Background: an optimization exercise with open tools, aiming at small area. Do not read the settings as production practice. In this exercise RTL edits were held to simulation tests only and were not proved equivalent to the original. No run shown here takes its clock network from TritonCTS; it comes from the design's own scripts or RTL. The clock port is modelled as an ideal driver, which makes a skipped or thinned clock tree look cheaper than it is; a real chip needs a root buffer or a tree. Power and IR drop assume default switching activity.

<file path="flow/design.v">
`default_nettype none
package armPkg;
    localparam int DATA_W = 32;
endpackage
`default_nettype wire
`timescale 1ns/1ns
`default_nettype none
module armMulticycle (
    input  logic        clk,
    input  logic        reset,
    input  logic [31:0] readData,
    output logic [31:0] adr,
    output logic [31:0] writeData,
    output logic        memWrite
);
    logic [4:0] ph;
    logic       first;
    logic       w1;
    logic       ph0, ph31;
    assign ph0  = (ph == 5'd0);
    assign ph31 = (ph == 5'd31);
    logic [31:0] rf [0:14];
    logic [31:0] adrr;
    logic [31:0] wd;
    logic [31:0] ir;
    logic [31:0] instr;
    logic        irLoad;
    logic ldI, ldIn, ldW, ldWn;
    assign irLoad = ldI;
    assign instr  = ({32{ldI}} & readData) | ({32{ldIn}} & ir);
    logic [3:0] cond, cmd, rn, rd, rm, rb;
    logic [1:0] cls;
    logic       isDp, isMem, isBr, immBit, sBit, lBit, rd15;
    logic       isAnd, isOrr, isSub, isCmp, isAdd4;
    assign cond   = readData[31:28];
    assign cls    = instr[27:26];
    assign immBit = instr[25];
    assign cmd    = instr[24:21];
    assign sBit   = instr[20];
    assign lBit   = instr[20];
    assign rn     = instr[19:16];
    assign rd     = instr[15:12];
    assign rm     = instr[3:0];
    assign rd15   = (rd == 4'd15);
    assign isDp   = (cls == 2'b00);
    assign isMem  = (cls == 2'b01);
    assign isBr   = (cls == 2'b10);
    assign isAnd  = isDp & (cmd == 4'b0000);
    assign isOrr  = isDp & (cmd == 4'b1100);
    assign isCmp  = (cmd == 4'b1010);
    assign isSub  = isDp & ((cmd == 4'b0010) | isCmp);
    assign isAdd4 = (cmd == 4'b0100);
    logic fn, fz, fc, fv;
    logic pass;
    logic passNow;
    logic passReg;
    assign pass = irLoad ? passNow : passReg;
    always_comb begin
        case (cond)
            4'd0:  passNow = fz;
            4'd1:  passNow = ~fz;
            4'd2:  passNow = fc;
            4'd3:  passNow = ~fc;
            4'd4:  passNow = fn;
            4'd5:  passNow = ~fn;
            4'd6:  passNow = fv;
            4'd7:  passNow = ~fv;
            4'd8:  passNow = fc & ~fz;
            4'd9:  passNow = ~fc | fz;
            4'd10: passNow = (fn == fv);
            4'd11: passNow = (fn != fv);
            4'd12: passNow = ~fz & (fn == fv);
            4'd13: passNow = fz | (fn != fv);
            default: passNow = 1'b1;
        endcase
    end
    logic c4, c8;
    logic c4in, c8in;
    logic k4;
    logic pcTap, s4, s8, m4;
    assign pcTap = adrr[0];
    assign k4    = (ph == 5'd2);
    assign c4in  = ~ph0 & c4;
    assign c8in  = ~ph0 & c8;
    assign s4    = pcTap ^ k4 ^ c4in;
    assign s8    = s4 ^ k4 ^ c8in;
    assign m4    = wd[0] ^ k4 ^ c8in;
    logic [14:0] tap;
    logic        portA, portB;
    for (genvar g = 0; g < 15; g++) begin : gTap
        assign tap[g] = rf[g][0];
    end
    assign rb    = isMem ? rd : rm;
    assign portA = (isBr | (rn == 4'd15)) ? s8 : tap[rn];
    assign portB = (rb == 4'd15) ? s8 : tap[rb];
    logic       dStream;
    logic       bd1, bd2;
    logic [4:0] j;
    logic       immDp, immMem, immBr, immS;
    assign dStream = ph0 ? readData[0] : wd[0];
    assign immMem  = (ph < 5'd12) & dStream;
    assign immBr   = (ph >= 5'd2) & bd2;
    assign j       = ph + {instr[11:8], 1'b0};
    assign immDp   = (j[4:3] == 2'b00) & instr[j[2:0]];
    always_comb begin
        case (cls)
            2'b00:   immS = immDp;
            2'b01:   immS = immMem;
            default: immS = immBr;
        endcase
    end
    logic opB, bx, cin, cout, sum, res;
    logic cy, zacc;
    assign opB  = (isDp & ~immBit) ? portB : immS;
    assign bx   = opB ^ isSub;
    assign cin  = ph0 ? isSub : cy;
    assign sum  = portA ^ bx ^ cin;
    assign cout = (portA & bx) | (portA & cin) | (bx & cin);
    assign res  = isAnd ? (portA & opB) : (isOrr ? (portA | opB) : sum);
    logic run0;
    logic doW1;
    logic pcNext, adrIn;
    logic we;
    logic wbit;
    assign run0   = ~first & ~w1;
    assign doW1   = pass & ~(lBit & rd15);
    assign pcNext = (isBr & pass) ? res : s4;
    always_comb begin
        if (first) begin
            adrIn = 1'b0;
        end else if (w1) begin
            adrIn = (~lBit & rd15) ? m4 : portB;
        end else if (isMem & doW1) begin
            adrIn = res;
        end else begin
            adrIn = pcNext;
        end
    end
    assign we   = w1 ? 1'b1 : (run0 & pass & (isDp ? ~isCmp : isMem));
    assign wbit = w1 ? (lBit ? dStream : wd[0]) : (isMem ? s4 : res);
    always_ff @(posedge clk) begin
        for (int i = 0; i < 15; i++) begin
            rf[i] <= {(we && rd == i[3:0]) ? wbit : rf[i][0], rf[i][31:1]};
        end
        wd      <= {portB, ({31{ldW}} & readData[31:1]) | ({31{ldWn}} & wd[31:1])};
        ldI     <= ph31 & ~(run0 & isMem & doW1);
        ldIn    <= ~(ph31 & ~(run0 & isMem & doW1));
        ldW     <= ph31 & ~(run0 & isMem & ~lBit & pass);
        ldWn    <= ~(ph31 & ~(run0 & isMem & ~lBit & pass));
        ir      <= instr;
        passReg <= pass;
        bd1     <= dStream;
        if (ph < 5'd25 || ph == 5'd31) begin
            bd2 <= bd1;
        end
        c4      <= (pcTap & k4) | (pcTap & c4in) | (k4 & c4in);
        if (w1) begin
            c8 <= ~wd[0] & (k4 | c8in);
        end else begin
            c8 <= (s4 & k4) | (s4 & c8in) | (k4 & c8in);
        end
        cy      <= cout;
        zacc    <= (~ph0 & zacc) | res;
    end
    logic flagWe;
    assign flagWe = run0 & ph31 & isDp & pass & (sBit | isCmp);
    always_ff @(posedge clk or posedge reset) begin
        if (reset) begin
            ph       <= 5'd31;
            first    <= 1'b1;
            adrr     <= 32'd0;
            w1       <= 1'b0;
            memWrite <= 1'b0;
            fn       <= 1'b0;
            fz       <= 1'b0;
            fc       <= 1'b0;
            fv       <= 1'b0;
        end else begin
            ph       <= ph + 5'd1;
            first    <= 1'b0;
            adrr     <= {adrIn, adrr[31:1]};
            memWrite <= run0 & ph31 & isMem & ~lBit & pass;
            if (ph31 && !first) begin
                w1 <= run0 & isMem & doW1;
            end
            if (flagWe) begin
                fn <= res;
                fz <= ~(zacc | res);
                if (isAdd4 | isSub) begin
                    fc <= cout;
                    fv <= cin ^ cout;
                end
            end
        end
    end
    assign adr       = adrr;
    assign writeData = wd;
endmodule
`default_nettype wire
</file>
<file path="flow/flow/run.sh">
#!/bin/bash
# ORFS layout with an area-oriented ABC mapping script, light port buffers
# and a two-level clock tree of its own (flow/cts.tcl in place of ORFS's
# cts.tcl). Each tool's output goes to a log in this folder.
set -euo pipefail
W=$PWD
rm -rf "$W/orfs_scripts"
cp -r "$FLOW_HOME/scripts" "$W/orfs_scripts"
cp "$W/flow/abc_area.script" "$W/orfs_scripts/abc_area.script"
cp "$W/flow/cts.tcl" "$W/orfs_scripts/cts.tcl"
export BUFFER_PORTS_ARGS="-buffer_cell sky130_fd_sc_hd__buf_1"
bash standard.sh SCRIPTS_DIR="$W/orfs_scripts" synth > "$W/synth.log" 2>&1
bash standard.sh SCRIPTS_DIR="$W/orfs_scripts" > "$W/orfs_flow.log" 2>&1
</file>
<file path="flow/flow/abc_area.script">
strash
&get -n
&fraig -x
&put
scorr
dc2
strash
&get -n
&dch -f
&nf -R 1000
&put
</file>
<file path="flow/flow/cts.tcl">
# Clock tree stage: a two-level tree built directly instead of TritonCTS.
# The flip-flops are split into compact groups of at most CTS_GROUP_SIZE
# (columns by x, then rows by y); each group gets one leaf clock buffer at
# its centre, and one root buffer drives all the leaves from the clock port.
# Then the usual post-CTS legalisation and timing repair.
utl::set_metrics_stage "cts__{}"
source $::env(SCRIPTS_DIR)/load.tcl
erase_non_stage_variables cts
load_design 3_place.odb 3_place.sdc
source_step_tcl PRE CTS

set_dont_use $::env(DONT_USE_CELLS)

set group_size 34
if { [info exists ::env(CTS_GROUP_SIZE)] } {
  set group_size $::env(CTS_GROUP_SIZE)
}
set buf_name sky130_fd_sc_hd__clkbuf_16

set db [ord::get_db]
set block [ord::get_db_block]
set master [$db findMaster $buf_name]
set clk_port [lindex [$block getBTerms] 0]
foreach bt [$block getBTerms] {
  if { [$bt getName] == "clk" } { set clk_port $bt }
}
set clk_net [$clk_port getNet]

# Sinks: every clock pin on the clock net
set sinks {}
foreach it [$clk_net getITerms] {
  set inst [$it getInst]
  set bb [$inst getBBox]
  set x [expr { ([$bb xMin] + [$bb xMax]) / 2 }]
  set y [expr { ([$bb yMin] + [$bb yMax]) / 2 }]
  lappend sinks [list $x $y $it]
}
set n [llength $sinks]
set k [expr { ($n + $group_size - 1) / $group_size }]
set cols [expr { int(sqrt($k) + 0.5) }]
if { $cols < 1 } { set cols 1 }
puts "Clock tree: $n sinks, $k groups in $cols columns"

# Groups per column, as even as possible
set per_col {}
for { set c 0 } { $c < $cols } { incr c } {
  lappend per_col [expr { $k / $cols + ($c < $k % $cols ? 1 : 0) }]
}

set by_x [lsort -integer -index 0 $sinks]
set groups {}
set start 0
for { set c 0 } { $c < $cols } { incr c } {
  set kc [lindex $per_col $c]
  # sinks in this column, proportional to its number of groups
  if { $c == $cols - 1 } {
    set cnt [expr { $n - $start }]
  } else {
    set cnt [expr { ($n * $kc + $k - 1) / $k }]
    if { $start + $cnt > $n } { set cnt [expr { $n - $start }] }
  }
  set col [lsort -integer -index 1 [lrange $by_x $start [expr { $start + $cnt - 1 }]]]
  set start [expr { $start + $cnt }]
  set s 0
  for { set g 0 } { $g < $kc } { incr g } {
    set m [expr { ($cnt - $s) / ($kc - $g) + (($cnt - $s) % ($kc - $g) ? 1 : 0) }]
    lappend groups [lrange $col $s [expr { $s + $m - 1 }]]
    set s [expr { $s + $m }]
  }
}

# Root buffer at the centre of the sinks, driven by the clock port
set sx 0
set sy 0
foreach s $sinks {
  set sx [expr { $sx + [lindex $s 0] }]
  set sy [expr { $sy + [lindex $s 1] }]
}
set root [odb::dbInst_create $block [$db findMaster sky130_fd_sc_hd__clkbuf_8] "clkbuf_root"]
$root setLocation [expr { $sx / $n }] [expr { $sy / $n }]
$root setPlacementStatus PLACED
set root_net [odb::dbNet_create $block "clknet_root"]
$root_net setSigType CLOCK
[$root findITerm A] connect $clk_net
[$root findITerm X] connect $root_net

set i 0
foreach grp $groups {
  if { [llength $grp] == 0 } { continue }
  set gx 0
  set gy 0
  foreach s $grp {
    set gx [expr { $gx + [lindex $s 0] }]
    set gy [expr { $gy + [lindex $s 1] }]
  }
  set gn [llength $grp]
  set leaf [odb::dbInst_create $block $master "clkbuf_leaf_$i"]
  $leaf setLocation [expr { $gx / $gn }] [expr { $gy / $gn }]
  $leaf setPlacementStatus PLACED
  set leaf_net [odb::dbNet_create $block "clknet_leaf_$i"]
  $leaf_net setSigType CLOCK
  [$leaf findITerm A] connect $root_net
  [$leaf findITerm X] connect $leaf_net
  foreach s $grp {
    set it [lindex $s 2]
    $it disconnect
    $it connect $leaf_net
  }
  incr i
}
puts "Clock tree: $i leaf buffers"

set_propagated_clock [all_clocks]

set_placement_padding -global \
  -left $::env(CELL_PAD_IN_SITES_DETAIL_PLACEMENT) \
  -right $::env(CELL_PAD_IN_SITES_DETAIL_PLACEMENT)
detailed_placement
estimate_parasitics -placement

repair_timing_helper
detailed_placement
check_placement -verbose

report_metrics 4 "cts final"

source_step_tcl POST CTS

orfs_write_db $::env(RESULTS_DIR)/4_1_cts.odb
orfs_write_sdc $::env(RESULTS_DIR)/4_cts.sdc
</file>
<file path="flow/standard.sh">
#!/bin/bash
# synth_recipe.tcl (not shown) runs the flow's synth.tcl, then flattens the netlist and writes it again
# the make line also repeats each setting of config.mk as NAME=value (left out here)
make -C /OpenROAD-flow-scripts/flow DESIGN_CONFIG=/design/flow/config.mk WORK_HOME=/design/flow/orfs CLKGATE_MAP_FILE= SYNTH_SCRIPT=/design/flow/synth_recipe.tcl "${@:-finish}"
</file>
<file path="flow/config.mk">
export PLATFORM = sky130hd
export DESIGN_NAME = armMulticycle
export DESIGN_NICKNAME = armMulticycle
export VERILOG_FILES = /design/flow/design.v
export SDC_FILE = /design/flow/constraint.sdc
export NUM_CORES = 4
export LEC_CHECK = 0
export ABC_AREA = 1
export CAP_MARGIN = 20
export CORE_MARGIN = 2
export CORE_UTILIZATION = 70
export PLACE_DENSITY = 0.8
export SLEW_MARGIN = 20
</file>
<file path="flow/constraint.sdc">
create_clock -name core_clock -period 8.0 [get_ports {clk}]
set_input_delay 1.6000 -clock core_clock [delete_from_list [all_inputs] [get_ports {clk}]]
set_output_delay 1.6000 -clock core_clock [all_outputs]
set_load 0.01 [all_outputs]
</file>
==> results of run 1 <==
[cells by family after synthesis]
kind of cell    count (synthesis)  share of synthesized area, %
flops                         595                          85.7
compound gates                131                          6.62
other cells                     1                        0.0264
mux                            21                          1.82
simple gates                   99                          3.03
xor+xnor                       12                         0.847
fa+ha+maj                      10                          1.09
buf+inv                        33                         0.900
[cells in the mapped netlist, drive strengths merged, types with 2 or more instances]
cell type,number
clkinv,32
a31oi,3
dfstp,6
a211oi,2
dfrtp,38
nor2,26
a41oi,2
fa,4
a22oi,14
mux2,18
and3,6
nand2,43
a21o,2
xnor2,7
xor2,4
o21a,2
nand3,11
o21ai,24
o41ai,2
nor3,5
a22o,46
a21oi,21
and2,2
o31ai,3
dfxtp,550
ha,6
nand2b,2
mux4,2
[power by group]
part	switching (W)	internal (W)
logic	0.0000890	0.0000549
registers	0.0000260	0.00302
clock network	0.000777	0.000412
[path summary, 6_finish.rpt]
kind / slack [ns] / depth (start not counted) / end / start
worst min-delay path: 0.33 / 0 / rf[13][0]$_DFF_P_ / rf[13][1]$_DFF_P_
max in group asynchronous: 6.56 / 3 / ph[0]$_DFF_PP1_ / reset
worst min register to register: 0.33 / 0 / rf[13][0]$_DFF_P_ / rf[13][1]$_DFF_P_
worst max register to register: 2.35 / 22 / rf[4][31]$_DFF_P_ / ldI$_DFF_P_
worst max-delay path: 1.87 / 22 / rf[4][31]$_DFF_P_ / readData[27]
min in group asynchronous: 1.05 / 3 / adrr[21]$_DFF_PP0_ / reset
[cells in the final DEF (no fill, tap or decap), types with 14 or more instances in the layout]
cell                          n
sky130_fd_sc_hd__a22o_1      46
sky130_fd_sc_hd__a22oi_1     14
sky130_fd_sc_hd__dfxtp_1    548
sky130_fd_sc_hd__dfrtp_1     38
sky130_fd_sc_hd__o21ai_0     24
sky130_fd_sc_hd__a21oi_1     21
sky130_fd_sc_hd__nand2_1     43
sky130_fd_sc_hd__clkbuf_16   18
sky130_fd_sc_hd__clkinv_1    32
sky130_fd_sc_hd__buf_1       98
sky130_fd_sc_hd__nor2_1      26
sky130_fd_sc_hd__mux2_1      18
[layout make-up]
class / instances / area [sq um]
plain buffers: 19 / 464
fillers: 1204 / 4670
repair buffers: 101 / 390
inverters: 32 / 120
flip-flops and latches: 595 / 12200
multi-input cells: 274 / 1910
well taps: 270 / 338
[metal layers]
layer	wire, um	up-vias
met4	494	0
met2	10800	151
met3	822	36
li1	-	3224
met1	10500	3162
met5	0	-
[flip-flops by register name, indices dropped and copies added (netlist names), 5 cells and up]
| name | count |
|---|---|
| adrr | 32 |
| ph | 5 |
| ir | 28 |
| wd | 32 |
| rf | 480 |
[critical path, stage by stage]
cell and delay [ns]:
sky130_fd_sc_hd__buf_1 0.09, sky130_fd_sc_hd__a22oi_1 0.35, sky130_fd_sc_hd__clkinv_1 0.19, sky130_fd_sc_hd__nor2_1 0.47
sky130_fd_sc_hd__nor2_1 0.11, sky130_fd_sc_hd__a21oi_1 0.48, sky130_fd_sc_hd__nor2_1 0.09, sky130_fd_sc_hd__nor3_1 0.19
sky130_fd_sc_hd__nor3_1 0.07, sky130_fd_sc_hd__a31oi_1 0.16, sky130_fd_sc_hd__mux2_1 0.15, sky130_fd_sc_hd__a41oi_1 0.06
sky130_fd_sc_hd__o31ai_1 0.37, sky130_fd_sc_hd__xnor2_1 0.19, sky130_fd_sc_hd__fa_1 0.44, sky130_fd_sc_hd__o32ai_1 0.15
sky130_fd_sc_hd__a21oi_1 0.08, sky130_fd_sc_hd__o21ai_0 0.28, sky130_fd_sc_hd__clkinv_1 0.17, sky130_fd_sc_hd__o21ai_0 0.19
sky130_fd_sc_hd__nand2_1 0.33, sky130_fd_sc_hd__mux2_1 0.45
[stage by stage]
step | setup slack, ns | total power (W) | hold WS (ns) | area [sq um] | cells
after global placement | 1.57 | 0.00325 | 0.310 | 14900 | 1272
after floorplan | 2.32 | 0.00320 | 0.310 | 14200 | 902
after detailed placement | 1.31 | 0.00326 | 0.312 | 14900 | 1272
final | 1.87 | 0.00438 | 0.335 | 15400 | 1291
after global routing | 1.32 | 0.00451 | 0.335 | 15400 | 1291
after CTS | 1.97 | 0.00439 | 0.333 | 15400 | 1291
==> flow_summary_export.csv, run 1 <==
group,metric,value,unit
run_status,outcome,"complete, no violations",
grt,grt_antenna_before_repair,0,
detailed_routing,drt_first_iter_violations,256,
clock_tree,cts-resized-gates,0,
die,starting_density_of_the_core,70.8,%
timing,setup_viol_count_final,0,
timing,setup_repair_after_global_routing_missed_its_margin,"no",
synth,netlist_instances,902,
cells_and_area,utilization_after_layout,76.7,%
synth,synth_ff_type,"sky130_fd_sc_hd__dfxtp_1",
synth,post-synth-top-area-fraction,77.6,%
detailed_routing,drt_pass1_iterations,4,
synth,post_synth.cell_area_avg,15.7,sq um
setup_path,startpoint_type,"input pin",
cells_and_area,num-nets-final,1067,
placement,finalWeightedCongestion,0.835,
grt,grt_usage,20.8,%
grt,most_heavily_used_metal_layer_in_global_routing,"met2",
detailed_routing,ant_nets,0,
detailed_routing,postRouteWirelength,22600,um
run,max_cap_violations,0,
grt,global_route.overflow_total,0,
synth,synth_nets,946,
setup_path,worst_setup_path_end_kind,"flip-flop",
clock_tree,worstSkewPairLatency,0.65,ns
synth,cell_accounting_for_the_most_synthesized_area,"sky130_fd_sc_hd__dfxtp_1",
detailed_routing,vias_per_cell,5.09,
die,die_area,21400,sq um
grt,grt_util_met3,1.63,%
die,die_height,146,um
synth,synth_area_leaders,"sky130_fd_sc_hd__dfxtp_1, sky130_fd_sc_hd__dfrtp_1, sky130_fd_sc_hd__a22o_1, sky130_fd_sc_hd__mux2_1, sky130_fd_sc_hd__nand2_1",
timing,layout_min_cycle_time,6.13,ns
synth,synth-async-reset-ratio,7.39,%
setup_path,worst-setup-path-type,"input pin to flip-flop",
die,placeableCoreArea,20000,sq um
timing,achievable-frequency,163,MHz
cells_and_area,num_antenna_cells,0,
timing,tightest_slew,0.614,ns
die,die_width,146,um
timing,timing.clock.skew,0.0123,ns
synth,number_of_flops_mapped_to_enable_cells_by_yosys,1,
cells_and_area,area_delta_synth_final,8.37,%
grt,grt_first_pass_wirelength,35600,um
detailed_routing,number_of_vias_in_the_routed_layout,6573,
synth,synth_cell_types,47,
grt,use_met2,36.2,%
setup_path,worst_ep_arrival_time,6.67,ns
grt,grtUsageMet1,29.5,%
clock_tree,postCtsSetupBuffers,0,
detailed_routing,route.detailed.drc,0,
timing,timing.final.max_slew_violations,0,
power,ir_worst_vdd,0.255,mV
detailed_routing,routed_length_per_instance,17.5,um
setup_path,worstPathMaxFanout,15,
synth,yosysWarningCount,2,
clock_tree,path_clk_slew,0.11,ns
min_path,min-delay-path-class,"flip-flop to flip-flop",
synth,ys_seq_area_share,85.7,%
synth,postSynthRegisterBits,595,
die,row_count,52,
power,power_density,285,nW/um^2
timing,relSlewSlack,59.0,%
grt,pin_count_of_the_biggest_net_entering_global_routing,45,
synth,netlist_area,14200,sq um
timing,final.period_utilization,76.6,%
die,ports_placed_on_the_boundary,99,
placement,post-dp-hpwl,14100,um
setup_path,worst_ep_required_time,8.54,ns
clock_tree,cts_hold_repair.buffers,0,
grt,first_global_vias,6704,
cells_and_area,drive_above_1_share,3.13,%
power,power.leakage,6.33,nW
timing,finalHoldViolCount,0,
placement,io_buffer_count,98,
timing,totalNegativeSetupSlack,0,ns
==> run 2, diff against run 1 <==
--- a/flow/design.v
+++ b/flow/design.v
@@ -170,7 +170,6 @@
             first    <= 1'b1;
             adrr     <= 32'd0;
             w1       <= 1'b0;
-            memWrite <= 1'b0;
             fn       <= 1'b0;
             fz       <= 1'b0;
             fc       <= 1'b0;
@@ -179,7 +178,6 @@
             ph       <= ph + 5'd1;
             first    <= 1'b0;
             adrr     <= {adrIn, adrr[31:1]};
-            memWrite <= run0 & ph31 & isMem & ~lBit & pass;
             if (ph31 && !first) begin
                 w1 <= run0 & isMem & doW1;
             end
@@ -193,6 +191,7 @@
             end
         end
     end
+    assign memWrite  = w1 & ph0 & ~ir[20];
     assign adr       = adrr;
     assign writeData = wd;
 endmodule
==> flow_summary_export.csv, run 2 <==
group,metric,value,unit
run_status,outcome,"complete, no violations",
synth,synthAdderAreaFrac,1.10,%
cells_and_area,regMostFlops,"rf",
grt,grt_antenna_before_repair,0,
cells_and_area,drive_above_1_share,3.46,%
synth,synth_area_leaders,"sky130_fd_sc_hd__dfxtp_1, sky130_fd_sc_hd__dfrtp_1, sky130_fd_sc_hd__a22o_1, sky130_fd_sc_hd__mux2_1, sky130_fd_sc_hd__dfstp_2",
cells_and_area,fill_cells,1205,
cells_and_area,multi_input_comb_area,1940,sq um
die,ports_placed_on_the_boundary,99,
synth,synth_cell_types,46,
timing,achievable-frequency,185,MHz
grt,first_global_vias,6458,
detailed_routing,drt_first_iter_violations,321,
synth,postSynthRegisterBits,594,
setup_path,worst-setup-path-type,"input pin to flip-flop",
setup_path,worstPathMaxFanout,15,
die,die_width,146,um
synth,post_synth.cell_area_avg,15.9,sq um
power,ir_worst_vdd,0.192,mV
timing,timing.final.max_slew_violations,0,
clock_tree,postCtsSetupBuffers,0,
grt,grtUsageMet1,29.8,%
synth,cell_accounting_for_the_most_synthesized_area,"sky130_fd_sc_hd__dfxtp_1",
die,starting_density_of_the_core,70.7,%
synth,post-synth-top-count-cell,"sky130_fd_sc_hd__dfxtp_1",
detailed_routing,route.detailed.drc,0,
cells_and_area,largest_register_ff_count,480,
setup_path,crit_path_frequent_cell,"sky130_fd_sc_hd__o21ai_0",
cells_and_area,top_library_cells_by_usage_in_the_layout_fill_and_taps_aside,"sky130_fd_sc_hd__dfxtp_1, sky130_fd_sc_hd__buf_1, sky130_fd_sc_hd__a22o_1, sky130_fd_sc_hd__nand2_1, sky130_fd_sc_hd__dfrtp_1",
timing,relSlewSlack,38.6,%
clock_tree,cts-resized-gates,0,
synth,post_synth_xor_area_fraction,0.839,%
cells_and_area,biggestRegsByFlops,"rf (480), adrr (32), wd (32)",
detailed_routing,number_of_vias_in_the_routed_layout,6480,
setup_path,crit_path_max_incr_delay,0.72,ns
timing,totalNegativeSetupSlack,0,ns
grt,most_heavily_used_metal_layer_in_global_routing,"met2",
clock_tree,cts_hold_repair.buffers,0,
placement,finalWeightedCongestion,0.887,
power,power_density,286,nW/um^2
synth,netlist_instances,892,
cells_and_area,num-nets-final,1059,
timing,setup_viol_count_final,0,
die,die_height,146,um
setup_path,worst_path_max_delay_cell,"sky130_fd_sc_hd__o21ai_0",
setup_path,reg2reg_depth,22,
timing,timing.clock.skew,0.0154,ns
setup_path,worst_ep_required_time,8.55,ns
synth,ys_seq_area_share,85.6,%
synth,compound_gate_fraction_of_synth_area,6.34,%
placement,io_buffer_count,98,
clock_tree,worstSkewPairLatency,0.66,ns
grt,global_route.overflow_total,0,
detailed_routing,ant_nets,0,
synth,dominant_combinational_cell_family_by_area_after_synthesis,"compound AO/OA/AOI/OAI gates",
grt,grt_util_met3,1.78,%
setup_path,worst_ep_arrival_time,5.95,ns
min_path,min-delay-path-class,"flip-flop to flip-flop",
synth,synth_top_cells_by_count,"sky130_fd_sc_hd__dfxtp_1, sky130_fd_sc_hd__a22o_1, sky130_fd_sc_hd__dfrtp_1, sky130_fd_sc_hd__nand2_1, sky130_fd_sc_hd__nor2_1",
synth,post-synth-top-area-fraction,77.8,%
die,placeableCoreArea,20000,sq um
grt,pin_count_of_the_biggest_net_entering_global_routing,44,
setup_path,worst_setup_path_end_kind,"flip-flop",
run,max_cap_violations,0,
synth,muxShareOfSynthArea,2.20,%
power,p_total,0.00439,W
setup_path,crit_chain,"buf_1 > a22oi_1 > nor2_1 > buf_4 > o21ai_0 > mux2i_1 > nand2_1 > a31oi_1 > mux2i_1 > a22oi_1 > xnor2_1 > fa_1 > o21ba_1 > a31oi_1 > a41oi_1 > a21oi_1 > o21ai_0 > o21ai_0 > buf_4 > mux2_1",
grt,grt_usage,20.9,%
synth,synth_ff_type,"sky130_fd_sc_hd__dfxtp_1",
min_path,hold_depth,0,
placement,post-dp-hpwl,14500,um
timing,tightest_slew,0.911,ns
synth,yosysWarningCount,2,
timing,setup_repair_after_global_routing_missed_its_margin,"no",
detailed_routing,routed_length_per_instance,17.7,um
synth,number_of_flops_mapped_to_enable_cells_by_yosys,1,
detailed_routing,vias_per_cell,5.05,
timing,finalHoldViolCount,0,
synth,synth_nets,936,
cells_and_area,most_common_cell_after_layout_fill_and_taps_aside,"sky130_fd_sc_hd__dfxtp_1",
synth,synth_simple_gate_area_share,3.16,%
detailed_routing,drt_pass1_iterations,5,
timing,final.period_utilization,67.5,%
power,power.leakage,6.27,nW
clock_tree,path_clk_slew,0.12,ns
detailed_routing,postRouteWirelength,22700,um
die,die_area,21400,sq um
synth,netlist_area,14200,sq um
cells_and_area,num_antenna_cells,0,
grt,use_met2,36.3,%
synth,synth-async-reset-ratio,7.24,%
cells_and_area,area_delta_synth_final,8.49,%
die,row_count,52,
cells_and_area,area.sequential,12100,sq um
setup_path,startpoint_type,"input pin",
grt,grt_first_pass_wirelength,35400,um
timing,layout_min_cycle_time,5.40,ns
-- run 2: worst paths after layout --
kind | from | slack (ns) | endpoint
max | readData[26] | 2.60 | rf[2][31]$_DFF_P_
min | rf[12][1]$_DFF_P_ | 0.32 | rf[12][0]$_DFF_P_
max reg2reg | ph[0]$_DFF_PP1_ | 2.64 | rf[2][31]$_DFF_P_
min reg2reg | rf[12][1]$_DFF_P_ | 0.32 | rf[12][0]$_DFF_P_
max in group asynchronous | reset | 6.60 | first$_DFF_PP1_
min in group asynchronous | reset | 1.03 | w1$_DFFE_PP0P_
-- run 2: layout make-up --
class / instances / share of cell area, %
sequential: 594 / 78.9
buffer: 19 / 3.02
tap: 270 / 2.20
multi-input combinational: 272 / 12.6
timing repair buffer: 103 / 2.64
inverter: 25 / 0.611
-- run 2: worst max-delay path, delay by kind of cell --
kind | cells | cell delay [ns]
compound gates | 10 | 2.33
xor+xnor | 1 | 0.19
fa+ha+maj | 1 | 0.44
buf+inv | 3 | 0.48
mux | 3 | 0.74
simple gates | 2 | 0.16
-- run 2: per-layer routing --
layer | vias up | part of all wire (%)
li1 | 3195 | -
met1 | 3111 | 45
met2 | 147 | 49
met3 | 27 | 4.0
met4 | 0 | 1.9
met5 | - | 0
-- run 2: kinds of logic after synthesis --
group / count (synthesis)
adders and majority gates: 10
xor gates and xnor gates: 12
other: 1
DFF: 594
and+or+nand+nor: 100
buffers and inverters: 26
AOI/OAI and AO/OA: 124
muxes: 25
-- run 2: stage by stage --
step                setup WS, ns  hold slack, ns  instances  cell area [sq um]  util, %
finish                      2.60           0.324       1283              15400     76.7
global route                2.18           0.334       1283              15400     76.7
CTS                         2.64           0.329       1283              15400     76.7
detailed placement          1.96           0.312       1264              14900     74.3
global placement            2.09           0.310       1264              14900     74.3
floorplan                   2.36           0.310        892              14200        -
-- run 2: power breakdown --
| group | switching, W | internal [W] | total, W |
|---|---|---|---|
| logic | 0.0000925 | 0.0000615 | 0.000154 |
| registers | 0.0000301 | 0.00302 | 0.00305 |
| clock network | 0.000772 | 0.000411 | 0.00118 |
==> run 3, diff against run 2 <==
--- a/flow/design.v
+++ b/flow/design.v
@@ -170,6 +170,7 @@
             first    <= 1'b1;
             adrr     <= 32'd0;
             w1       <= 1'b0;
+            memWrite <= 1'b0;
             fn       <= 1'b0;
             fz       <= 1'b0;
             fc       <= 1'b0;
@@ -178,6 +179,7 @@
             ph       <= ph + 5'd1;
             first    <= 1'b0;
             adrr     <= {adrIn, adrr[31:1]};
+            memWrite <= run0 & ph31 & isMem & ~lBit & pass;
             if (ph31 && !first) begin
                 w1 <= run0 & isMem & doW1;
             end
@@ -191,7 +193,6 @@
             end
         end
     end
-    assign memWrite  = w1 & ph0 & ~ir[20];
     assign adr       = adrr;
     assign writeData = wd;
 endmodule
--- a/flow/flow/cts.tcl
+++ b/flow/flow/cts.tcl
@@ -11,7 +11,7 @@
 
 set_dont_use $::env(DONT_USE_CELLS)
 
-set group_size 34
+set group_size 31
 if { [info exists ::env(CTS_GROUP_SIZE)] } {
   set group_size $::env(CTS_GROUP_SIZE)
 }
@@ -76,7 +76,7 @@
   set sx [expr { $sx + [lindex $s 0] }]
   set sy [expr { $sy + [lindex $s 1] }]
 }
-set root [odb::dbInst_create $block [$db findMaster sky130_fd_sc_hd__clkbuf_8] "clkbuf_root"]
+set root [odb::dbInst_create $block $master "clkbuf_root"]
 $root setLocation [expr { $sx / $n }] [expr { $sy / $n }]
 $root setPlacementStatus PLACED
 set root_net [odb::dbNet_create $block "clknet_root"]
--- a/flow/config.mk
+++ b/flow/config.mk
@@ -8,6 +8,5 @@
 export ABC_AREA = 1
 export CAP_MARGIN = 20
 export CORE_MARGIN = 2
-export CORE_UTILIZATION = 70
-export PLACE_DENSITY = 0.8
+export CORE_UTILIZATION = 40
 export SLEW_MARGIN = 20
==> flow_summary_export.csv, run 3 <==
group,metric,value,unit
die,placeableCoreArea,34700,sq um
setup_path,reg2reg_depth,22,
clock_tree,path_clk_slew,0.11,ns
synth,netlist_area,14200,sq um
setup_path,crit_chain,"buf_1 > a22oi_1 > clkinv_1 > nor2_1 > nor2_1 > a21oi_1 > nor2_1 > nor3_1 > nor3_1 > a31oi_1 > mux2_1 > a41oi_1 > o31ai_1 > xnor2_1 > fa_1 > o32ai_1 > a21oi_1 > o21ai_0 > clkinv_1 > o21ai_0 > nand2_1 > mux2_1",
power,power_density,283,nW/um^2
cells_and_area,num_antenna_cells,0,
detailed_routing,postRouteWirelength,21000,um
timing,finalHoldViolCount,0,
clock_tree,worstSkewPairLatency,0.54,ns
setup_path,worst_path_max_delay_cell,"sky130_fd_sc_hd__a21oi_1",
synth,cell_accounting_for_the_most_synthesized_area,"sky130_fd_sc_hd__dfxtp_1",
setup_path,crit_path_frequent_cell,"sky130_fd_sc_hd__nor2_1",
run_status,outcome,"complete, no violations",
synth,yosysWarningCount,2,
placement,io_buffer_count,98,
timing,achievable-frequency,160,MHz
power,power.leakage,6.36,nW
cells_and_area,area_delta_synth_final,10.5,%
die,die_area,37000,sq um
timing,final.period_utilization,78.0,%
setup_path,worst_path_dominant_cell_family,"compound AO/OA/AOI/OAI gates",
cells_and_area,top_library_cells_by_usage_in_the_layout_fill_and_taps_aside,"sky130_fd_sc_hd__dfxtp_1, sky130_fd_sc_hd__buf_1, sky130_fd_sc_hd__a22o_1, sky130_fd_sc_hd__nand2_1, sky130_fd_sc_hd__dfrtp_1",
grt,global_route.overflow_total,0,
timing,tightest_slew,0.657,ns
grt,pin_count_of_the_biggest_net_entering_global_routing,45,
setup_path,crit_path_max_incr_delay,0.53,ns
min_path,min-delay-path-class,"flip-flop to flip-flop",
timing,layout_min_cycle_time,6.24,ns
synth,synth_ff_type,"sky130_fd_sc_hd__dfxtp_1",
timing,relSlewSlack,56.2,%
placement,finalWeightedCongestion,0.848,
setup_path,worst-setup-path-type,"input pin to flip-flop",
synth,synth-async-reset-ratio,7.39,%
grt,grtUsageMet1,16.3,%
synth,post-synth-top-area-fraction,77.6,%
clock_tree,postCtsSetupBuffers,0,
cells_and_area,drive_above_1_share,3.32,%
grt,use_met2,17.1,%
synth,synth_cell_types,47,
cells_and_area,num-nets-final,1070,
die,die_height,192,um
cells_and_area,finish.cell_count_without_fillers,1479,
cells_and_area,utilization_after_layout,45.1,%
setup_path,worst_ep_arrival_time,6.66,ns
synth,post_synth.cell_area_avg,15.7,sq um
die,die_width,192,um
setup_path,critical_path.endpoint,"rf[14][31]$_DFF_P_",
placement,post-dp-hpwl,14200,um
synth,synth_top_cells_by_count,"sky130_fd_sc_hd__dfxtp_1, sky130_fd_sc_hd__a22o_1, sky130_fd_sc_hd__nand2_1",
synth,ys_seq_area_share,85.7,%
cells_and_area,largest_register_ff_count,480,
synth,post-synth-top-count-cell,"sky130_fd_sc_hd__dfxtp_1",
setup_path,number_of_buffer_and_inverter_instances_along_the_worst_setup_path,3,
detailed_routing,vias_per_cell,4.38,
clock_tree,cts_hold_repair.buffers,0,
grt,grt_util_met3,1.18,%
detailed_routing,drt_first_iter_violations,367,
synth,synth_area_leaders,"sky130_fd_sc_hd__dfxtp_1, sky130_fd_sc_hd__dfrtp_1, sky130_fd_sc_hd__a22o_1, sky130_fd_sc_hd__mux2_1, sky130_fd_sc_hd__nand2_1",
die,ports_placed_on_the_boundary,99,
placement,place.detailed.instances,1458,
detailed_routing,number_of_vias_in_the_routed_layout,6477,
setup_path,crit_cells,22,
run,max_cap_violations,0,
grt,grt_usage,11.0,%
timing,timing.final.max_slew_violations,0,
grt,most_heavily_used_metal_layer_in_global_routing,"met2",
grt,grt_antenna_before_repair,0,
setup_path,critPathLaunch,"readData[27]",
cells_and_area,biggestRegsByFlops,"rf (480), adrr (32), wd (32)",
synth,synth_nets,946,
setup_path,worstPathMaxFanout,15,
setup_path,reg2reg_from,"ldIn$_DFF_P_",
timing,setup_viol_count_final,0,
die,row_count,68,
timing,fin_hold_ws,0.320,ns
timing,timing.clock.skew,0.0155,ns
cells_and_area,regMostFlops,"rf",
detailed_routing,route.detailed.drc,0,
synth,number_of_flops_mapped_to_enable_cells_by_yosys,1,
grt,grt_first_pass_wirelength,32800,um
setup_path,crit-reg2reg-capture,"rf[14][31]$_DFF_P_",
cells_and_area,most_common_cell_after_layout_fill_and_taps_aside,"sky130_fd_sc_hd__dfxtp_1",
setup_path,startpoint_type,"input pin",
timing,totalNegativeSetupSlack,0,ns
detailed_routing,drt_pass1_iterations,6,
detailed_routing,routed_length_per_instance,14.2,um
clock_tree,cts-resized-gates,0,
setup_path,setup.reg_to_reg.worst_slack,2.20,ns
synth,netlist_instances,902,
die,starting_density_of_the_core,40.9,%
power,ir_worst_vdd,0.184,mV
setup_path,worst_ep_required_time,8.42,ns
timing,setup_repair_after_global_routing_missed_its_margin,"no",
detailed_routing,ant_nets,0,
synth,postSynthRegisterBits,595,
grt,first_global_vias,6210,
setup_path,worst_setup_path_end_kind,"flip-flop",
## run 3: cell count changes after synthesis, moves of 4 or more
cell,before,now
sky130_fd_sc_hd__nand2b_1,6,2
sky130_fd_sc_hd__and3_1,2,6
sky130_fd_sc_hd__clkinv_1,25,32
sky130_fd_sc_hd__a22o_1,50,46
sky130_fd_sc_hd__o21ai_0,16,24
sky130_fd_sc_hd__nand3_1,6,11
sky130_fd_sc_hd__nor3_1,11,5
sky130_fd_sc_hd__nand2_1,37,43
## run 3: layout make-up
| class | instances | area (sq um) |
|---|---|---|
| well taps | 455 | 569 |
| fillers | 3098 | 19000 |
| plain buffers | 21 | 526 |
| repair buffers | 102 | 398 |
| inverters | 32 | 120 |
| flip-flops and latches | 595 | 12200 |
| multi-input cells | 274 | 1910 |
## run 3: cell families after synthesis
kind of cell / share of synthesized area (%)
xor gates and xnor gates: 0.847
buffers and inverters: 0.900
adders and majority gates: 1.09
AOI/OAI and AO/OA: 6.62
and+or+nand+nor: 3.03
DFF: 85.7
other: 0.0264
muxes: 1.82
## run 3: how the worst min path moves through the flow
stage | cells past startpoint | startpoint | slack (ns) | endpoint
after detailed placement | 0 | rf[2][26]$_DFF_P_ | 0.31 | rf[2][25]$_DFF_P_
final | 0 | rf[8][1]$_DFF_P_ | 0.32 | rf[8][0]$_DFF_P_
after global routing | 0 | rf[9][3]$_DFF_P_ | 0.33 | rf[9][2]$_DFF_P_
after floorplan | 0 | rf[0][1]$_DFF_P_ | 0.31 | rf[0][0]$_DFF_P_
after CTS | 0 | rf[8][1]$_DFF_P_ | 0.32 | rf[8][0]$_DFF_P_
after global placement | 0 | rf[8][12]$_DFF_P_ | 0.31 | rf[8][11]$_DFF_P_
## run 3: routing by layer
metal  wire length, um  vias up
li1                  -     3227
met1             10800     3086
met2              8690      130
met3               928       34
met4               600        0
met5                 0        -
## run 3: power by group
part	total (W)	leakage [nW]	internal, W	switching [W]
clock network	0.00124	0.259	0.000467	0.000773
registers	0.00305	5.05	0.00302	0.0000251
logic	0.000145	1.06	0.0000548	0.0000900
## run 3: through the flow
step / instance area, sq um / worst slack (ns) / total power [W]
floorplan: 14200 / 2.32 / 0.00320
global placement: 15100 / 1.41 / 0.00326
detailed placement: 15100 / 1.20 / 0.00326
CTS: 15700 / 1.77 / 0.00448
global route: 15700 / 1.02 / 0.00461
finish: 15700 / 1.76 / 0.00443
==> run 4, diff against run 3 <==
--- a/flow/design.v
+++ b/flow/design.v
@@ -26,8 +26,11 @@
     logic [31:0] instr;
     logic        irLoad;
     logic ldI, ldIn, ldW, ldWn;
-    assign irLoad = ldI;
-    assign instr  = ({32{ldI}} & readData) | ({32{ldIn}} & ir);
+    logic [31:0] rdInstr;
+    logic        passNow;
+    assign irLoad  = ldI;
+    assign rdInstr = {readData[31:28], readData[27:26] | {2{~passNow}}, readData[25:0]};
+    assign instr   = ({32{ldI}} & rdInstr) | ({32{ldIn}} & ir);
     logic [3:0] cond, cmd, rn, rd, rm, rb;
     logic [1:0] cls;
     logic       isDp, isMem, isBr, immBit, sBit, lBit, rd15;
@@ -51,10 +54,6 @@
     assign isSub  = isDp & ((cmd == 4'b0010) | isCmp);
     assign isAdd4 = (cmd == 4'b0100);
     logic fn, fz, fc, fv;
-    logic pass;
-    logic passNow;
-    logic passReg;
-    assign pass = irLoad ? passNow : passReg;
     always_comb begin
         case (cond)
             4'd0:  passNow = fz;
@@ -123,8 +122,8 @@
     logic we;
     logic wbit;
     assign run0   = ~first & ~w1;
-    assign doW1   = pass & ~(lBit & rd15);
-    assign pcNext = (isBr & pass) ? res : s4;
+    assign doW1   = ~(lBit & rd15);
+    assign pcNext = isBr ? res : s4;
     always_comb begin
         if (first) begin
             adrIn = 1'b0;
@@ -136,7 +135,7 @@
             adrIn = pcNext;
         end
     end
-    assign we   = w1 ? 1'b1 : (run0 & pass & (isDp ? ~isCmp : isMem));
+    assign we   = w1 ? 1'b1 : (run0 & (isDp ? ~isCmp : isMem));
     assign wbit = w1 ? (lBit ? dStream : wd[0]) : (isMem ? s4 : res);
     always_ff @(posedge clk) begin
         for (int i = 0; i < 15; i++) begin
@@ -145,10 +144,9 @@
         wd      <= {portB, ({31{ldW}} & readData[31:1]) | ({31{ldWn}} & wd[31:1])};
         ldI     <= ph31 & ~(run0 & isMem & doW1);
         ldIn    <= ~(ph31 & ~(run0 & isMem & doW1));
-        ldW     <= ph31 & ~(run0 & isMem & ~lBit & pass);
-        ldWn    <= ~(ph31 & ~(run0 & isMem & ~lBit & pass));
+        ldW     <= ph31 & ~(run0 & isMem & ~lBit);
+        ldWn    <= ~(ph31 & ~(run0 & isMem & ~lBit));
         ir      <= instr;
-        passReg <= pass;
         bd1     <= dStream;
         if (ph < 5'd25 || ph == 5'd31) begin
             bd2 <= bd1;
@@ -163,14 +161,13 @@
         zacc    <= (~ph0 & zacc) | res;
     end
     logic flagWe;
-    assign flagWe = run0 & ph31 & isDp & pass & (sBit | isCmp);
+    assign flagWe = run0 & ph31 & isDp & (sBit | isCmp);
     always_ff @(posedge clk or posedge reset) begin
         if (reset) begin
             ph       <= 5'd31;
             first    <= 1'b1;
             adrr     <= 32'd0;
             w1       <= 1'b0;
-            memWrite <= 1'b0;
             fn       <= 1'b0;
             fz       <= 1'b0;
             fc       <= 1'b0;
@@ -179,7 +176,6 @@
             ph       <= ph + 5'd1;
             first    <= 1'b0;
             adrr     <= {adrIn, adrr[31:1]};
-            memWrite <= run0 & ph31 & isMem & ~lBit & pass;
             if (ph31 && !first) begin
                 w1 <= run0 & isMem & doW1;
             end
@@ -193,6 +189,7 @@
             end
         end
     end
+    assign memWrite  = w1 & ph0 & ~ir[20];
     assign adr       = adrr;
     assign writeData = wd;
 endmodule
--- a/flow/flow/cts.tcl
+++ b/flow/flow/cts.tcl
@@ -11,7 +11,7 @@
 
 set_dont_use $::env(DONT_USE_CELLS)
 
-set group_size 31
+set group_size 34
 if { [info exists ::env(CTS_GROUP_SIZE)] } {
   set group_size $::env(CTS_GROUP_SIZE)
 }
@@ -76,7 +76,7 @@
   set sx [expr { $sx + [lindex $s 0] }]
   set sy [expr { $sy + [lindex $s 1] }]
 }
-set root [odb::dbInst_create $block $master "clkbuf_root"]
+set root [odb::dbInst_create $block [$db findMaster sky130_fd_sc_hd__clkbuf_8] "clkbuf_root"]
 $root setLocation [expr { $sx / $n }] [expr { $sy / $n }]
 $root setPlacementStatus PLACED
 set root_net [odb::dbNet_create $block "clknet_root"]
--- a/flow/config.mk
+++ b/flow/config.mk
@@ -8,5 +8,6 @@
 export ABC_AREA = 1
 export CAP_MARGIN = 20
 export CORE_MARGIN = 2
-export CORE_UTILIZATION = 40
+export CORE_UTILIZATION = 70
+export PLACE_DENSITY = 0.8
 export SLEW_MARGIN = 20
==> flow_summary_export.csv, run 4 <==
group,metric,value,unit
run_status,outcome,"complete, no violations",
detailed_routing,drt_pass1_iterations,6,
grt,global_route.overflow_total,0,
grt,grt_first_pass_wirelength,34100,um
timing,layout_min_cycle_time,6.77,ns
cells_and_area,num_antenna_cells,0,
synth,post_synth.cell_area_avg,15.8,sq um
timing,totalNegativeSetupSlack,0,ns
setup_path,crit-reg2reg-capture,"rf[14][31]$_DFF_P_",
setup_path,worst_setup_path_end_kind,"flip-flop",
cells_and_area,finish.cell_count_without_fillers,1280,
synth,synth-async-reset-ratio,7.25,%
power,power.combinational.fraction,3.7,%
die,die_area,21300,sq um
power,power_frac_seq,69.4,%
synth,yosysWarningCount,2,
synth,ys_seq_area_share,85.7,%
power,ir_worst_vdd,0.225,mV
die,ports_placed_on_the_boundary,99,
clock_tree,cts-resized-gates,0,
detailed_routing,vias_per_cell,5.04,
setup_path,reg2reg_from,"fn$_DFFE_PP0P_",
timing,finalHoldViolCount,0,
synth,synth_area_leaders,"sky130_fd_sc_hd__dfxtp_1, sky130_fd_sc_hd__dfrtp_1, sky130_fd_sc_hd__a22o_1, sky130_fd_sc_hd__mux2_1, sky130_fd_sc_hd__nand2_1",
grt,grt_usage,19.9,%
min_path,min-delay-path-class,"flip-flop to flip-flop",
setup_path,worst_ep_arrival_time,7.32,ns
setup_path,worstPathMaxFanout,15,
timing,timing.final.max_slew_violations,0,
timing,relSlewSlack,34.0,%
cells_and_area,top_library_cells_by_usage_in_the_layout_fill_and_taps_aside,"sky130_fd_sc_hd__dfxtp_1, sky130_fd_sc_hd__buf_1, sky130_fd_sc_hd__a22o_1, sky130_fd_sc_hd__nand2_1, sky130_fd_sc_hd__dfrtp_1",
cells_and_area,fill_cells,1137,
setup_path,crit_cells,30,
synth,post-synth-top-count-cell,"sky130_fd_sc_hd__dfxtp_1",
power,p_sw_share,20.4,%
setup_path,reg2reg_depth,28,
detailed_routing,drt_first_iter_violations,344,
cells_and_area,drive_above_1_share,3.45,%
die,die_width,146,um
setup_path,crit_path_max_incr_delay,0.70,ns
detailed_routing,routed_length_per_instance,16.8,um
detailed_routing,ant_nets,0,
setup_path,worst_path_max_delay_cell,"sky130_fd_sc_hd__a21boi_0",
cells_and_area,largest_register_ff_count,480,
grt,first_global_vias,6364,
synth,synth_top_cells_by_count,"sky130_fd_sc_hd__dfxtp_1, sky130_fd_sc_hd__a22o_1, sky130_fd_sc_hd__nand2_1",
setup_path,critPathLaunch,"readData[29]",
cells_and_area,num-nets-final,1061,
die,starting_density_of_the_core,71.9,%
die,die_height,146,um
detailed_routing,route.detailed.drc,0,
power,power_switching,0.000893,W
setup_path,worst_ep_required_time,8.55,ns
setup_path,startpoint_type,"input pin",
power,power.leakage,6.34,nW
timing,tightest_slew,0.979,ns
power,p_clk_share,26.9,%
setup_path,worst-setup-path-type,"input pin to flip-flop",
synth,synth_cell_types,48,
timing,setup_viol_count_final,0,
timing,fin_hold_ws,0.329,ns
timing,finalWorstSetupSlack,1.23,ns
synth,post-synth-top-area-fraction,77.8,%
grt,grt_antenna_before_repair,0,
synth,synth_nets,938,
clock_tree,worstSkewPairLatency,0.66,ns
placement,post-dp-hpwl,13700,um
detailed_routing,postRouteWirelength,21500,um
power,power.internal,0.00348,W
setup_path,number_of_buffer_and_inverter_instances_along_the_worst_setup_path,5,
timing,final.period_utilization,84.6,%
setup_path,critical_path.endpoint,"rf[14][31]$_DFF_P_",
placement,io_buffer_count,98,
setup_path,worst_path_dominant_cell_family,"compound AO/OA/AOI/OAI gates",
grt,pin_count_of_the_biggest_net_entering_global_routing,44,
cells_and_area,multi_input_comb_area,1910,sq um
detailed_routing,number_of_vias_in_the_routed_layout,6450,
setup_path,setup.reg_to_reg.worst_slack,1.88,ns
clock_tree,cts_hold_repair.buffers,0,
clock_tree,postCtsSetupBuffers,0,
die,placeableCoreArea,19700,sq um
timing,timing.clock.skew,0.0123,ns
timing,setup_repair_after_global_routing_missed_its_margin,"no",
cells_and_area,utilization_after_layout,78.0,%
power,power_density,285,nW/um^2
placement,place.detailed.instances,1261,
cells_and_area,area.sequential,12100,sq um
synth,netlist_area,14100,sq um
synth,cell_accounting_for_the_most_synthesized_area,"sky130_fd_sc_hd__dfxtp_1",
run,max_cap_violations,0,
timing,achievable-frequency,148,MHz
synth,postSynthRegisterBits,593,
die,row_count,51,
placement,dp_worst_setup_slack,0.729,ns
clock_tree,path_clk_slew,0.12,ns
synth,number_of_flops_mapped_to_enable_cells_by_yosys,1,
cells_and_area,regMostFlops,"rf",
cells_and_area,most_common_cell_after_layout_fill_and_taps_aside,"sky130_fd_sc_hd__dfxtp_1",
synth,synth_ff_type,"sky130_fd_sc_hd__dfxtp_1",
cells_and_area,area_delta_synth_final,8.47,%
cells_and_area,biggestRegsByFlops,"rf (480), adrr (32), wd (32)",
synth,netlist_instances,894,
placement,finalWeightedCongestion,0.917,
run 4: layout make-up:
class                   count  share of cell area, %
multi-input cells         273                   12.5
well taps                 265                   2.16
repair buffers            103                   2.65
flip-flops and latches    593                   79.0
plain buffers              19                   3.03
inverters                  27                  0.661
run 4: per-layer routing:
metal  vias to the layer above  track usage, %  wire length (um)
li1                       3214               -                 -
met1                      3049            29.2             10200
met2                       156            33.3              9780
met3                        31            2.13              1050
met4                         0            3.64               449
met5                         -               0                 0
run 4: worst min path at each step:
stage                        from                  to  slack (ns)  depth (start not counted)
6_report         rf[3][4]$_DFF_P_    rf[3][3]$_DFF_P_        0.33                          0
5_1_grt        rf[11][15]$_DFF_P_  rf[11][14]$_DFF_P_        0.34                          0
4_1_cts        rf[13][20]$_DFF_P_  rf[13][19]$_DFF_P_        0.33                          0
3_5_place_dp    rf[3][21]$_DFF_P_   rf[3][20]$_DFF_P_        0.31                          0
3_3_place_gp   rf[11][16]$_DFF_P_  rf[11][15]$_DFF_P_        0.31                          0
2_1_floorplan    rf[0][1]$_DFF_P_    rf[0][0]$_DFF_P_        0.31                          0
run 4: power by group through the flow:
stage / Clock (W) / Sequential, W / Combinational, W
floorplan: 0 / 0.00311 / 0.0000827
global placement: 0 / 0.00310 / 0.000157
detailed placement: 0 / 0.00310 / 0.000161
CTS: 0.00119 / 0.00304 / 0.000163
global route: 0.00129 / 0.00304 / 0.000182
finish: 0.00118 / 0.00303 / 0.000163
run 4: logic make-up (layout without fill, tap and decap cells):
kind of cell	count (synthesis)	in the layout	share of synthesized area, %
adders and majority gates	10	10	1.10
muxes	25	25	2.20
and+or+nand+nor	96	96	2.85
other	1	1	0.0265
xor gates and xnor gates	12	12	0.744
AOI/OAI and AO/OA	129	129	6.63
DFF	593	593	85.7
buffers and inverters	28	149	0.771
run 4: per-stage QoR:
step / power, W / cell area, sq um
CTS: 0.00439 / 15300
detailed placement: 0.00326 / 14900
finish: 0.00437 / 15300
floorplan: 0.00319 / 14100
global placement: 0.00326 / 14900
global route: 0.00451 / 15300
==> run 5, diff against run 4 <==
--- a/flow/design.v
+++ b/flow/design.v
@@ -93,14 +93,15 @@
     assign portA = (isBr | (rn == 4'd15)) ? s8 : tap[rn];
     assign portB = (rb == 4'd15) ? s8 : tap[rb];
     logic       dStream;
-    logic       bd1, bd2;
+    logic       wdIn;
     logic [4:0] j;
     logic       immDp, immMem, immBr, immS;
     assign dStream = ph0 ? readData[0] : wd[0];
     assign immMem  = (ph < 5'd12) & dStream;
-    assign immBr   = (ph >= 5'd2) & bd2;
+    assign immBr   = (ph >= 5'd26) ? instr[23] : ((ph >= 5'd2) & wd[30]);
+    assign wdIn    = isMem ? portB : dStream;
     assign j       = ph + {instr[11:8], 1'b0};
-    assign immDp   = (j[4:3] == 2'b00) & instr[j[2:0]];
+    assign immDp   = (j[4:3] == 2'b00) & (ph0 ? readData[{instr[9:8], 1'b0}] : wd[{instr[11:8], 1'b0}]);
     always_comb begin
         case (cls)
             2'b00:   immS = immDp;
@@ -141,16 +142,12 @@
         for (int i = 0; i < 15; i++) begin
             rf[i] <= {(we && rd == i[3:0]) ? wbit : rf[i][0], rf[i][31:1]};
         end
-        wd      <= {portB, ({31{ldW}} & readData[31:1]) | ({31{ldWn}} & wd[31:1])};
+        wd      <= {wdIn, ({31{ldW}} & readData[31:1]) | ({31{ldWn}} & wd[31:1])};
         ldI     <= ph31 & ~(run0 & isMem & doW1);
         ldIn    <= ~(ph31 & ~(run0 & isMem & doW1));
         ldW     <= ph31 & ~(run0 & isMem & ~lBit);
         ldWn    <= ~(ph31 & ~(run0 & isMem & ~lBit));
         ir      <= instr;
-        bd1     <= dStream;
-        if (ph < 5'd25 || ph == 5'd31) begin
-            bd2 <= bd1;
-        end
         c4      <= (pcTap & k4) | (pcTap & c4in) | (k4 & c4in);
         if (w1) begin
             c8 <= ~wd[0] & (k4 | c8in);
==> flow_summary_export.csv, run 5 <==
group,metric,value,unit
cells_and_area,drive_above_1_share,4.22,%
setup_path,crit_path_frequent_cell,"sky130_fd_sc_hd__o21ai_0",
clock_tree,worstSkewPairLatency,0.65,ns
timing,final.period_utilization,82.4,%
grt,grt_first_pass_wirelength,34700,um
setup_path,worst_setup_path_end_kind,"flip-flop",
power,power.leakage,6.24,nW
setup_path,worst_ep_required_time,8.59,ns
clock_tree,postCtsSetupBuffers,0,
run,max_cap_violations,0,
die,die_width,146,um
synth,synth_nets,917,
detailed_routing,routed_length_per_instance,17.3,um
synth,netlist_area,14000,sq um
timing,timing.final.max_slew_violations,0,
timing,setup_repair_after_global_routing_missed_its_margin,"no",
placement,dp_worst_setup_slack,0.812,ns
power,power_switching,0.000870,W
die,die_height,146,um
cells_and_area,num_antenna_cells,0,
cells_and_area,top_library_cells_by_usage_in_the_layout_fill_and_taps_aside,"sky130_fd_sc_hd__dfxtp_1, sky130_fd_sc_hd__buf_1, sky130_fd_sc_hd__a22o_1, sky130_fd_sc_hd__dfrtp_1, sky130_fd_sc_hd__nor2_1",
synth,synth-async-reset-ratio,7.33,%
synth,yosysWarningCount,2,
grt,pin_count_of_the_biggest_net_entering_global_routing,44,
clock_tree,cts_hold_repair.buffers,0,
timing,totalNegativeSetupSlack,0,ns
setup_path,worst_path_max_delay_cell,"sky130_fd_sc_hd__mux4_2",
cells_and_area,num-nets-final,1040,
cells_and_area,biggestRegsByFlops,"rf (480), adrr (32), wd (32)",
grt,global_route.overflow_total,0,
power,power.combinational.fraction,3.4,%
synth,netlist_instances,875,
setup_path,worstPathMaxFanout,16,
die,die_area,21200,sq um
timing,setup_viol_count_final,0,
power,ir_worst_vdd,0.202,mV
placement,placed_area,14800,sq um
timing,timing.clock.skew,0.0168,ns
setup_path,reg2reg_depth,26,
synth,synth_cell_types,45,
timing,tightest_slew,0.969,ns
die,row_count,51,
cells_and_area,most_common_cell_after_layout_fill_and_taps_aside,"sky130_fd_sc_hd__dfxtp_1",
cells_and_area,regMostFlops,"rf",
synth,synth_area_leaders,"sky130_fd_sc_hd__dfxtp_1, sky130_fd_sc_hd__dfrtp_1, sky130_fd_sc_hd__a22o_1, sky130_fd_sc_hd__mux4_2, sky130_fd_sc_hd__mux2_1",
grt,grt_antenna_before_repair,0,
detailed_routing,ant_nets,0,
power,p_sw_share,20.2,%
die,placeableCoreArea,19600,sq um
grt,use_met2,33.8,%
power,p_clk_share,27.0,%
placement,post-dp-hpwl,14600,um
detailed_routing,route.detailed.drc,0,
timing,finalWorstSetupSlack,1.41,ns
detailed_routing,postRouteWirelength,21800,um
synth,ys_seq_area_share,85.4,%
synth,synth_top_cells_by_count,"sky130_fd_sc_hd__dfxtp_1, sky130_fd_sc_hd__a22o_1, sky130_fd_sc_hd__dfrtp_1",
min_path,min-delay-path-class,"flip-flop to flip-flop",
power,power.internal,0.00344,W
detailed_routing,drt_first_iter_violations,266,
die,starting_density_of_the_core,71.6,%
synth,postSynthRegisterBits,587,
synth,number_of_flops_mapped_to_enable_cells_by_yosys,0,
min_path,hold_depth,0,
grt,grtUsageMet1,30.0,%
timing,achievable-frequency,152,MHz
synth,post-synth-top-area-fraction,77.7,%
synth,post-synth-top-count-cell,"sky130_fd_sc_hd__dfxtp_1",
setup_path,worst_ep_arrival_time,7.18,ns
synth,post_synth.cell_area_avg,16.0,sq um
synth,synth_ff_type,"sky130_fd_sc_hd__dfxtp_1",
die,ports_placed_on_the_boundary,99,
setup_path,worst-setup-path-type,"input pin to flip-flop",
timing,finalHoldViolCount,0,
grt,grt_usage,20.4,%
cells_and_area,largest_register_ff_count,480,
grt,grt_util_met3,1.85,%
synth,cell_accounting_for_the_most_synthesized_area,"sky130_fd_sc_hd__dfxtp_1",
run_status,outcome,"complete, no violations",
clock_tree,cts-resized-gates,0,
detailed_routing,vias_per_cell,5.13,
setup_path,crit_path_max_incr_delay,0.51,ns
detailed_routing,number_of_vias_in_the_routed_layout,6471,
timing,layout_min_cycle_time,6.59,ns
cells_and_area,final_cell_area,15200,sq um
power,power_frac_seq,69.6,%
cells_and_area,area_delta_synth_final,8.53,%
placement,finalWeightedCongestion,0.912,
timing,relSlewSlack,35.4,%
grt,most_heavily_used_metal_layer_in_global_routing,"met2",
detailed_routing,drt_pass1_iterations,4,
setup_path,startpoint_type,"input pin",
power,power_density,283,nW/um^2
grt,first_global_vias,6389,
placement,io_buffer_count,98,
clock_tree,path_clk_slew,0.11,ns
run 5: final timing paths:
path | start | to | slack (ns)
setup / recovery | readData[30] | rf[6][31]$_DFF_P_ | 1.41
hold / removal | rf[12][7]$_DFF_P_ | rf[12][6]$_DFF_P_ | 0.33
setup reg to reg | fn$_DFFE_PP0P_ | rf[6][31]$_DFF_P_ | 2.04
hold reg to reg | rf[12][7]$_DFF_P_ | rf[12][6]$_DFF_P_ | 0.33
max in group asynchronous | reset | ph[0]$_DFF_PP1_ | 6.58
min in group asynchronous | reset | fz$_DFFE_PP0P_ | 1.05
run 5: power groups by stage:
stage	clock network (W)	logic, W	registers, W
2_1_floorplan	0	0.0000798	0.00307
3_3_place_gp	0	0.000143	0.00307
5_1_grt	0.00127	0.000162	0.00301
6_report	0.00116	0.000147	0.00300
4_1_cts	0.00118	0.000147	0.00300
3_5_place_dp	0	0.000146	0.00307
run 5: final cells by class:
| type | instances | area, sq um |
|---|---|---|
| Sequential cell | 587 | 12000 |
| Fill cell | 1113 | 4370 |
| Multi-Input combinational cell | 258 | 1930 |
| Buffer | 19 | 464 |
| Timing Repair Buffer | 103 | 405 |
| Tap cell | 265 | 332 |
| Inverter | 29 | 109 |
run 5: per-stage QoR:
stage / hold WS (ns) / utilization [%] / cells / total power, W
2_1_floorplan: 0.310 / - / 875 / 0.00315
3_3_place_gp: 0.311 / 75.3 / 1242 / 0.00321
3_5_place_dp: 0.312 / 75.3 / 1242 / 0.00321
4_1_cts: 0.329 / 77.7 / 1261 / 0.00433
5_1_grt: 0.330 / 77.7 / 1261 / 0.00444
6_report: 0.328 / 77.7 / 1261 / 0.00431
run 5: cell families after synthesis:
family                   after synthesis  share of synthesized area [%]
adder cells (fa/ha/maj)                8                          0.874
flip-flops                           587                           85.4
multiplexers                          31                           3.27
AND/OR/NAND/NOR                       86                           2.69
buffers and inverters                 30                          0.830
other                                  1                         0.0267
XOR/XNOR                              12                          0.749
AO/OA/AOI/OAI                        120                           6.19
run 5: critical path, delay by kind of cell:
family                     cells  cell delay, ns
AOI/OAI and AO/OA             15            2.88
xor gates and xnor gates       2            0.29
adders and majority gates      1            0.51
buffers and inverters          4            0.81
muxes                          2            0.67
and+or+nand+nor                3            0.40
run 5: layer usage:
| metal | routed length [um] | share of wire [%] |
|---|---|---|
| met5 | 0 | 0 |
| met3 | 1070 | 4.9 |
| met4 | 542 | 2.5 |
| met2 | 9970 | 46 |
| met1 | 10200 | 47 |

-- afterwards: timing with drivers on the ports --
Ports are ideal in the flow. The routed layouts listed here were re-timed in OpenROAD. Step 1 sets driving cells, clkbuf_16 on the clock port and buf_2 on the other inputs (assumed; they add their load-dependent delay and slew). Step 2 moves the port delays by t, midway between the first and last clock arrival at a register: inputs arrive t later, outputs are due t later. That takes back most of the time a late clock gives input paths. a / b / c = ideal / step 1 / step 2; a / b = the first two.
run | t (ns) | slack for setup (ns) | hold slack, ns | clock arrival spread, ns
run 1 | 0.684 | 1.868 / 1.883 / 1.199 | 0.335 / 0.335 / 0.335 | 0.014 / 0.014
run 2 | 0.688 | 2.601 / 2.618 / 1.930 | 0.324 / 0.324 / 0.324 | 0.017 / 0.018
run 3 | 0.572 | 1.763 / 1.784 / 1.212 | 0.320 / 0.320 / 0.320 | 0.016 / 0.016
run 4 | 0.691 | 1.229 / 1.233 / 0.543 | 0.329 / 0.329 / 0.329 | 0.014 / 0.013
run 5 | 0.681 | 1.412 / 1.428 / 0.747 | 0.328 / 0.328 / 0.328 | 0.020 / 0.019
After both steps setup and hold are still met in every run listed. For run 4, which loses most, drivers alone change the setup slack by +0.004 ns; drivers and shift together by -0.686 ns.
